From an optimization exercise on the open Yosys and OpenROAD flow, aimed at small area, a short achievable clock period and few clock cycles; shortcuts taken in it are not production practice.
Power is estimated from default activity; no workload was simulated.

## packet_header_decoder_crc32_top
module packet_header_decoder_crc32_top (
  input  logic                      clk_i,
  input  logic                      rst_ni,
  input  logic                      in_valid_i,
  output logic                      in_ready_o,
  input  logic [7:0]                data_byte_i,
  input  logic                      last_byte_i,
  output logic                      out_valid_o,
  input  logic                      out_ready_i,
  output logic [2:0]                status_o,
  output logic [1:0]                pkt_type_o,
  output logic                      truncated_o,
  output logic [phdc_pkg::WinW-1:0] window_o,
  output logic [phdc_pkg::LenW-1:0] payload_length_o,
  output logic [7:0]                seqnum_o,
  output logic [31:0]               timestamp_o,
  output logic [phdc_pkg::CrcW-1:0] header_crc_o,
  output logic [phdc_pkg::CrcW-1:0] payload_crc_o,
  output logic                      payload_crc_checked_o,
  input  logic                      cfg_valid_i,
  output logic                      cfg_ready_o,
  input  logic [0:0]                cfg_index_i,
  input  logic [phdc_pkg::LenW-1:0] cfg_data_i
);
Size in the first run: ~190 flip-flops, roughly 9300 sq um of cells after synthesis.
clock: 11.0 ns
lec_check: 0
cap_margin: 20
core_margin: 2
core_utilization: 40
cts_cluster_diameter: 100
cts_cluster_size: 50
setup_slack_margin: 0.5
slew_margin: 20
standard.sh (not shown) runs the stock make flow with config.mk's settings and CLKGATE_MAP_FILE= SYNTH_SCRIPT=/design/flow/synth_recipe.tcl, a recipe that flattens the netlist after the stock synthesis.
==> flow/flow/run.sh <==
#!/bin/bash
# Standard ORFS layout (standard.sh, with the standard synthesis), except:
#  - the port buffers are made from the smallest buffer cell;
set -euo pipefail
MARGIN=$(cat flow/setup_margin.txt)
export BUFFER_PORTS_ARGS="-buffer_cell sky130_fd_sc_hd__buf_1"
sed -E "s/SETUP_SLACK_MARGIN=[^ ]+/SETUP_SLACK_MARGIN=${MARGIN}/" standard.sh > standard_margin.sh
bash standard.sh synth > synth_make.log 2>&1
bash standard_margin.sh > layout_make.log 2>&1
==> flow/flow/setup_margin.txt <==
7.6
The starting point completed with no timing, DRC or antenna violations.
Next try:
==> flow/flow/setup_margin.txt (replaced) <==
8.0
Settings changed: CTS_CLUSTER_DIAMETER 100 to unset, CTS_CLUSTER_SIZE 50 to unset.
The changed run went through all stages and came out clean. Worst setup slack improved by 0.035 ns. Synthesized area does not change. Sequential share of layout area is lower by 3.6 points. Total power is higher by about 6%. Core utilization is higher by 3.8 points. Hold slack hardly moves.
Next try:
==> flow/flow/setup_margin.txt (replaced) <==
7.6
What happened:
- The new run ran to the end with no violations
- die area does not change
- wire length decreases by about 6%
- power decreases by about 5.5%
- combinational power decreases by about 10%
- worst setup slack is worse by 0.035 ns
- cell count decreases by 5.9%
- design area decreases by 7.3%
- sequential power hardly moves
- via count decreases by 7.5%
Function was not checked in any run of this note: the RTL went through the layout flow alone.

========
## main
packet_header_decoder_crc32_top, a different RTL version from the one above (not shown whole).
Size: ~740 cells after synthesis, ~160 I/O pins.
Settings: LEC_CHECK=0, CAP_MARGIN=20, CORE_MARGIN=2, CORE_UTILIZATION=40, SETUP_SLACK_MARGIN=0.5, SLEW_MARGIN=20; clock period 11.0 ns.
run.sh (not shown) runs the stock make flow with config.mk's settings and CLKGATE_MAP_FILE= SYNTH_SCRIPT=/design/flow/synth_recipe.tcl, a recipe that flattens the netlist after the stock synthesis.
Stock flow here: none of the scripts above is used.
For the feature branch, these inputs were changed with respect to main:
==> flow/flow/run.sh (new file) <==
#!/bin/bash
# Standard ORFS layout, with the port buffers made from the smallest buffer cell.
set -euo pipefail
export BUFFER_PORTS_ARGS="-buffer_cell sky130_fd_sc_hd__buf_1"
bash standard.sh > orfs_make.log 2>&1
==> flow/standard.sh (new file) <==
#!/bin/bash
# synth_recipe.tcl (not shown) runs the flow's synth.tcl, then flattens the netlist and writes it again
# the make line also repeats each setting of config.mk as NAME=value (left out here)
make -C /OpenROAD-flow-scripts/flow DESIGN_CONFIG=/design/flow/config.mk WORK_HOME=/design/flow/orfs CLKGATE_MAP_FILE= SYNTH_SCRIPT=/design/flow/synth_recipe.tcl "${@:-finish}"
removed: flow/run.sh
[summary]
Status: instance count after placement with tap cells included parity (main, the feature branch). Hold slack essentially unchanged between main and the feature branch. Measured against each other, the feature branch and main differ in relative contribution of combinational cells to total power, the lower figure coming from the feature branch. Compared with main, in the feature branch register-to-register slack +0.04 ns; wire length fell about 3%. On time the worst path needs with I/O delays and setup, the feature branch does better than main. Lower count of clock-buffer cells in the layout goes to the feature branch over main.
No functional check of the RTL was part of any run of this note.

[static timing again, ports no longer ideal]
No port has a modelled driver above. Below, the same layouts with a new extraction and two added sets of constraints. Step 1: set_driving_cell puts a clkbuf_16 on clk_i and a buf_2 on each other input, an assumption about the parent block. Step 2 adds t to the input delays and takes it off the output delays; t is the mean of the earliest and latest rising clock arrival at the registers after step 1. Input paths then give back, and output paths get back, about the clock's delay inside the block. Slacks: no drivers / after step 1 / after step 2; pairs: no drivers / after step 1.
run | shift t [ns] | slack for setup (ns) | hold slack, ns | slew at the worst register clock pin (ns) | worst data-port slew with drivers (ns)
the first run of note 1 | 0.471 | 7.665 / 7.619 / 7.690 | 0.508 / 0.508 / 0.508 | 0.08 / 0.08 | 0.04
the second run of note 1 | 0.471 | 7.700 / 7.654 / 7.740 | 0.508 / 0.508 / 0.508 | 0.07 / 0.07 | 0.05
the third run of note 1 | 0.471 | 7.665 / 7.619 / 7.690 | 0.508 / 0.508 / 0.508 | 0.08 / 0.08 | 0.04
main | 0.470 | 6.602 / 6.555 / 7.025 | 0.511 / 0.511 / 0.511 | 0.07 / 0.07 | 0.08
the feature branch | 0.477 | 6.975 / 6.931 / 7.409 | 0.511 / 0.511 / 0.511 | 0.07 / 0.07 | 0.06
After both steps setup and hold are still met in every run listed.
